This is an optimization exercise on Yosys and OpenROAD, whose aim is small area, not a production implementation. Only the layout flow was run in this run; the RTL was not checked for function there. No activity file was given, so power comes from the tool's default toggle rates.

==> design.v <==
`timescale 1ns/10ps
`default_nettype none
package bitstream_pkg;
    typedef logic [32-1:0] code_word_t;
    typedef logic [6-1:0] bit_count_t;
    typedef logic [5-1:0] fill_t;
endpackage
`default_nettype wire
`timescale 1ns/10ps
`default_nettype none
package component_pkg;
    typedef enum logic [1:0] {
        COMP_Y  = 2'd0,
        COMP_CB = 2'd1,
        COMP_CR = 2'd2
    } component_e;
    function automatic component_e next_component(input component_e comp);
        case (comp)
            component_pkg::COMP_Y:  next_component = component_pkg::COMP_CB;
            component_pkg::COMP_CB: next_component = component_pkg::COMP_CR;
            default:                next_component = component_pkg::COMP_Y;
        endcase
    endfunction
endpackage
`default_nettype wire
`timescale 1ns/10ps
`default_nettype none
module jpeg_stream_packer (
    input  wire                              clk,
    input  wire                              rst,
    input  wire                              seg_valid,
    input  wire component_pkg::component_e   seg_component,
    input  wire bitstream_pkg::code_word_t   seg_data,
    input  wire bitstream_pkg::bit_count_t   seg_length,
    input  wire                              seg_eob,
    output bitstream_pkg::code_word_t        word,
    output logic                             word_valid,
    output bitstream_pkg::fill_t             fill_count
);
    localparam int SLOTS = 32;
    localparam int AW    = 5;
    localparam int PW    = 34;    
    logic [4:0]    kpos;          
    logic [32:0]   enc;
    logic [PW-1:0] in_pay;
    assign kpos = 5'(~seg_length[4:0] + 5'd1);
    always_comb begin
        enc[0] = (kpos == 5'd0);
        for (int j = 1; j <= 32; j++) begin
            enc[j] = (j > kpos) ? seg_data[j-1] : (j == kpos);
        end
    end
    assign in_pay = {seg_eob, enc};
    logic [PW-1:0]    pay [SLOTS];
    logic [AW-1:0]    nxt [SLOTS];
    logic [SLOTS-1:0] freev;
    logic [AW-1:0]    head [3];
    logic [AW-1:0]    tail [3];
    logic [2:0]       ne;         
    logic [1:0]       cur;
    logic             rv;
    logic [PW-1:0]    r;
    logic [31:0]      acc;
    logic [4:0]       fill;
    logic [1:0]    cur_succ, curn, c;
    logic          adv, wv, bypass, pop, last, wr, c_ne_after;
    logic          ne_curn;
    logic [AW-1:0] h, tail_curn, tail_c, ff, f;
    always_comb begin
        case (cur)
            2'd0:    cur_succ = 2'd1;
            2'd1:    cur_succ = 2'd2;
            default: cur_succ = 2'd0;
        endcase
    end
    assign adv  = rv && r[PW-1];
    assign curn = adv ? cur_succ : cur;
    always_comb begin
        case (curn)
            2'd1:    begin ne_curn = ne[1]; h = head[1]; tail_curn = tail[1]; end
            2'd2:    begin ne_curn = ne[2]; h = head[2]; tail_curn = tail[2]; end
            default: begin ne_curn = ne[0]; h = head[0]; tail_curn = tail[0]; end
        endcase
    end
    assign c      = seg_component;
    assign wv     = seg_valid && (c != 2'd3);
    assign pop    = ne_curn;
    assign last   = (h == tail_curn);
    assign bypass = wv && (c == curn) && !ne_curn;
    assign wr     = wv && !bypass;
    always_comb begin
        case (c)
            2'd1:    tail_c = tail[1];
            2'd2:    tail_c = tail[2];
            default: tail_c = tail[0];
        endcase
    end
    always_comb begin
        case (c)
            2'd1:    c_ne_after = ne[1];
            2'd2:    c_ne_after = ne[2];
            default: c_ne_after = ne[0];
        endcase
        if (pop && (c == curn) && last) c_ne_after = 1'b0;
    end
    logic [PW-1:0] rd_pay;
    always_comb begin
        rd_pay = '0;
        for (int i = 0; i < SLOTS; i++) begin
            rd_pay = rd_pay | (pay[i] & {PW{h == AW'(i)}});
        end
    end
    logic [AW-1:0] rd_nxt;
    always_comb begin
        rd_nxt = '0;
        for (int i = 0; i < SLOTS; i++) begin
            rd_nxt = rd_nxt | (nxt[i] & {AW{h == AW'(i)}});
        end
    end
    always_comb begin
        ff = '0;
        for (int i = SLOTS - 1; i >= 0; i--) begin
            if (freev[i]) ff = AW'(i);
        end
    end
    assign f = pop ? h : ff;
    always_ff @(posedge clk) begin
        if (rst) begin
            cur   <= 2'd0;
            rv    <= 1'b0;
            ne    <= '0;
            freev <= '1;
        end else begin
            cur <= curn;
            rv  <= pop || bypass;
            for (int q = 0; q < 3; q++) begin
                if (pop && (curn == 2'(q))) begin
                    if (last) ne[q] <= 1'b0;
                    else      head[q] <= rd_nxt;
                end
                if (wr && (c == 2'(q))) begin
                    if (!c_ne_after) begin
                        head[q] <= f;
                        ne[q]   <= 1'b1;
                    end
                    tail[q] <= f;
                end
            end
            if (wr && !pop) freev[ff] <= 1'b0;
            if (pop && !wr) freev[h]  <= 1'b1;
        end
    end
    always_ff @(posedge clk) begin
        if (wr) pay[f] <= in_pay;
        if (wr && c_ne_after) nxt[tail_c] <= f;
        r <= pop ? rd_pay : in_pay;
    end
    logic [4:0]  tz;              
    logic        wrap;
    logic [31:0] rdat, rot, m;
    always_comb begin
        tz = '0;
        for (int i = 31; i >= 0; i--) begin
            if (r[i]) tz = 5'(i);
        end
    end
    assign rdat = r[32:1];
    assign rot  = 32'({rdat, rdat} >> fill);
    assign m    = 32'hffff_ffff >> fill;
    assign wrap = (fill >= tz);
    always_comb begin
        for (int i = 0; i < 32; i++) word[i] = m[i] ? rot[i] : acc[i];
    end
    assign word_valid = rv && wrap;
    assign fill_count = fill;
    always_ff @(posedge clk) begin
        if (rst) begin
            fill <= '0;
        end else if (rv) begin
            fill <= fill - tz;
        end
    end
    always_ff @(posedge clk) begin
        for (int i = 0; i < 32; i++) begin
            if (rv && (wrap || m[i])) acc[i] <= rot[i];
        end
    end
endmodule
`default_nettype wire
==> run.sh <==
#!/bin/bash
# synth_recipe.tcl (not shown) runs the flow's synth.tcl, then flattens the netlist and writes it again
# the make line also repeats each setting of config.mk as NAME=value (left out here)
make -C /OpenROAD-flow-scripts/flow DESIGN_CONFIG=/design/flow/config.mk WORK_HOME=/design/flow/orfs CLKGATE_MAP_FILE= SYNTH_SCRIPT=/design/flow/synth_recipe.tcl finish
==> config.mk <==
export PLATFORM = sky130hd
export DESIGN_NAME = jpeg_stream_packer
export DESIGN_NICKNAME = jpeg_stream_packer
export VERILOG_FILES = /design/flow/design.v
export SDC_FILE = /design/flow/constraint.sdc
export NUM_CORES = 4
export LEC_CHECK = 0
export CAP_MARGIN = 20
export CORE_MARGIN = 2
export CORE_UTILIZATION = 45
export CTS_BUF_LIST = sky130_fd_sc_hd__clkbuf_8
export CTS_CLUSTER_SIZE = 30
export SLEW_MARGIN = 20
==> constraint.sdc <==
create_clock -name core_clock -period 4.5 [get_ports {clk}]
set_input_delay 0.9000 -clock core_clock [delete_from_list [all_inputs] [get_ports {clk}]]
set_output_delay 0.9000 -clock core_clock [all_outputs]
set_load 0.01 [all_outputs]
==> impl_metrics.env <==
export IMPL_r2r_slack_ps=170
export IMPL_drc=0
export IMPL_period_share_pct=102
export IMPL_fin_worst_skew_ps=40.4
export IMPL_synth_common_cells="edfxtp_1 (1309), a22oi_1 (460), nand2_1 (251)"
export IMPL_fillers=10200
export IMPL_synth_area_leaders="edfxtp_1 (71%), a22oi_1 (6.2%), dfxtp_1 (2.8%)"
export IMPL_cap_viol_max_count=0
export IMPL_power_frac_comb_pct=14.1
export IMPL_layout_setup_ws_ps=-110
export IMPL_initial_core_util_pct=45.2
export IMPL_dp_hpwl_um=116000
export IMPL_drt_initial_drc_count=6028
export IMPL_synth_cells=3703
export IMPL_async_reset_ff_share_pct=0
export IMPL_p_sw_share_pct=27.2
export IMPL_grt_overflow_total=0
export IMPL_synth_yosys_seq_area_share_pct=73.3
export IMPL_clock_latency_ps=970
export IMPL_cts_tree="built"
export IMPL_drt_first_pass_iters=7
export IMPL_grt_use_total_pct=30.4
export IMPL_max_freq_mhz=217
export IMPL_synth_nets=3772
export IMPL_holdPathEnd="ne[2]"
export IMPL_synth_top_cell_by_area="edfxtp_1"
export IMPL_syn_avg_cell_area_um2=15.0
export IMPL_synth_edf_count=1309
export IMPL_seq_power_share_pct=50.9
export IMPL_via_count=38400
export IMPL_report_final_hold_viol_count=0
export IMPL_synthToLayoutAreaGrowth_pct=18.9
export IMPL_synth_flop_cell="edfxtp_1"
export IMPL_synth_seq_cells=1386
export IMPL_endpoint_kind="primary output"
export IMPL_cp_max_fo=3
export IMPL_clockBufferDepth=3
export IMPL_finalWirelength_um=195000
export IMPL_hp_class="register to register"
export IMPL_port_buffers=80
export IMPL_hold_path_depth=2
export IMPL_start_kind="register"
export IMPL_fin_cells=5998
export IMPL_cts_max_level=4
export IMPL_fin_nets=4248
export IMPL_reg2reg_depth=16
export IMPL_clkSinkCount=1386
export IMPL_p_clk_share_pct=35.0
export IMPL_fp_dieW_um=356
export IMPL_postCtsHoldBufs=0
export IMPL_pin_count=82
export IMPL_setup_violations=1
export IMPL_cts_root_buf="clkbuf_8"
export IMPL_rsz0062_at_grt="true"
export IMPL_r2r_start="cur[1]"
export IMPL_dieArea_um2=127000
export IMPL_grt_pass1_wl_um=272000
export IMPL_antenna_found_initial=7
export IMPL_syn_area_um2=55700
export IMPL_path_class="register to primary output"
export IMPL_path_clk_slew_ps=70
export IMPL_finalMaxSlewViolations=0
export IMPL_wire_per_inst_um=32.5
export IMPL_hp_start="ne[2]"
export IMPL_powerDensity_nw_per_um2=430
export IMPL_dp_cells=5559
export IMPL_yosysWarnings=3
export IMPL_fin_area_um2=66200
export IMPL_grt_pass1_vias=36600
export IMPL_switchingPower_w=0.00774
export IMPL_rows=129
export IMPL_synth_distinct_cells=95
export IMPL_die_h_um=356
export IMPL_final_antenna_net_count=0
export IMPL_grt_max_degree=40
export IMPL_synth_top_area_share_pct=70.6
export IMPL_dpl_instance_area_um2=61500
export IMPL_yosysMostFrequentCell="edfxtp_1"
export IMPL_status="failed layout checks"
export IMPL_gp_congestion=0.912
export IMPL_timing_slew_headroom_pct=29.2
export IMPL_r2r_end="r[21]"
export IMPL_critPathArrivalTime_ps=3710
export IMPL_internal_power_w=0.0207
export IMPL_core_um2=123000
export IMPL_drive_gt1_share_pct=20.8
export IMPL_min_period_ps=4610
export IMPL_check_faults="setup timing"
export IMPL_worst_slew_pin_slew_ps=1060
export IMPL_peakVddDrop_uv=325
export IMPL_place_worst_setup_slack_ps=-434
export IMPL_vias_per_cell=6.40
export IMPL_p_leak_nw=22.2
export IMPL_worstPathRequired_ps=3600
export IMPL_cts_buffers=215
## routing by layer
| layer | vias up | track usage (%) | share of wire, % |
|---|---|---|---|
| met5 | - | 0 | 0.022 |
| met1 | 19400 | 42.7 | 39 |
| li1 | 15900 | - | - |
| met4 | 6 | 10.6 | 3.4 |
| met3 | 395 | 6.45 | 12 |
| met2 | 2661 | 47.0 | 46 |
## critical path, stage by stage (launching register included)
cell	delay, ps
dfxtp_2	350
buf_6	110
nand2b_4	50
a21oi_2	100
o21bai_1	70
a21oi_1	150
nor2_1	50
o21bai_1	150
a21oi_1	90
a2111oi_2	330
buf_4	190
ha_4	120
inv_1	40
a21o_1	170
a21oi_2	160
a21boi_1	80
o21ai_1	130
nand2b_1	110
and2_1	170
buf_2	130
## worst max path at each step
stage | startpoint | endpoint | slack [ps] | cells past startpoint
final | r[31] | word_valid | -110 | 19
after global routing | r[31] | word_valid | -330 | 19
after CTS | r[26] | word_valid | -260 | 16
after detailed placement | cur[1] | r[9] | -430 | 13
after global placement | cur[1] | r[9] | -400 | 13
after floorplan | rv | pay[12][0] | -450 | 14
## kinds of logic (layout without fill, tap and decap cells)
logic type | count (synthesis) | in the layout | synth area share [%]
AO/OA/AOI/OAI | 992 | 992 | 13.1
buffers and inverters | 265 | 919 | 1.99
other | 0 | 4 | 0
AND/OR/NAND/NOR | 881 | 881 | 7.49
multiplexers | 136 | 136 | 3.16
XOR/XNOR | 18 | 18 | 0.310
adder cells (fa/ha/maj) | 25 | 25 | 0.575
flip-flops | 1386 | 1386 | 73.3
## cell type report
class,instances,area (um2),area share [%]
antenna,4,10.0,0.0151
timing repair buffer,462,4480,6.76
sequential,1386,40900,61.7
clock buffer,226,3110,4.70
timing repair inverter,1,7.51,0.0113
tap,1637,2050,3.09
multi-input combinational,2052,14500,22.0
clock inverter,169,897,1.35
inverter,61,235,0.355
## cell usage in the layout, fill, tap and decap left out, types with 16 or more instances in the layout
cell	Yosys	layout
edfxtp_1	1309	1309
a22oi_1	460	460
buf_4	5	316
nand2_1	251	251
clkbuf_8	0	226
nor2_1	236	171
inv_1	56	143
a21oi_1	128	120
nand3_1	99	97
clkdlybuf4s50_1	0	75
nand4_1	74	74
nor3_1	70	67
mux2i_1	69	65
dfxtp_1	77	64
buf_12	0	60
o21ai_0	82	57
nor2_4	0	56
a221o_1	44	44
clkinv_1	3	44
mux2_2	38	38
a221oi_1	33	32
mux4_2	28	28
nor4_1	27	27
o21a_1	28	27
and2_1	20	20
and3_1	19	19
a222oi_1	19	19
ha_1	24	19
clkinv_2	0	18
a22o_1	19	17
nor2_2	7	16
## sequential cells by signal (all words and copies together), names as in the netlist
| register | count |
|---|---|
| tail | 15 |
| acc | 31 |
| r | 34 |
| ne | 3 |
| fill | 5 |
| freev | 32 |
| head | 15 |
| cur | 2 |
| rv | 1 |
| nxt | 160 |
| pay | 1088 |
## through the flow
stage | util, % | hold WS, ps | TNS [ps] | total power, W
2_1_floorplan | - | 449 | -165030 | 0.0166
3_3_place_gp | 49.9 | 479 | -632 | 0.0185
3_5_place_dp | 49.9 | 482 | -752 | 0.0185
4_1_cts | 53.3 | 490 | -256 | 0.0284
5_1_grt | 53.7 | 515 | -335 | 0.0293
6_report | 53.7 | 489 | -110 | 0.0285
## power by group through the flow
stage          combinational [W]  sequential [W]  clock [W]
6_report                 0.00402          0.0145    0.00996
5_1_grt                  0.00423          0.0145     0.0106
4_1_cts                  0.00384          0.0145     0.0100
3_5_place_dp             0.00371          0.0148          0
3_3_place_gp             0.00369          0.0148          0
2_1_floorplan            0.00195          0.0147          0
## repair_timing
action | in CTS | in global routing
setup buffers | 20 | 18
setup endpoints to repair | 30 | 219
resized for setup | 53 | 50
pin swaps | 15 | 19
cloned | 0 | 2

-- afterwards: timing with drivers on the ports --
In the flow no input, the clock included, has a driving cell. The finished layout below was timed again as built, in two steps. Step 1: set_driving_cell puts a clkbuf_16 on clk and a buf_2 on each other input, an assumption about the parent block. Step 2 also shifts input and output timing later by t, the mid clock arrival at the registers, as if the neighbouring blocks saw the same clock. a / b / c = no drivers / after step 1 / after step 2; a / b = the first two.
shift t [ns]: 1.020
slack for setup (ns): -0.110 / -0.184 / -0.083
hold slack, ns: 0.489 / 0.484 / 0.489
pins driven straight from the clock port: 1
The setup slack of this run moves by -0.074 ns with the drivers and by +0.027 ns with both steps.
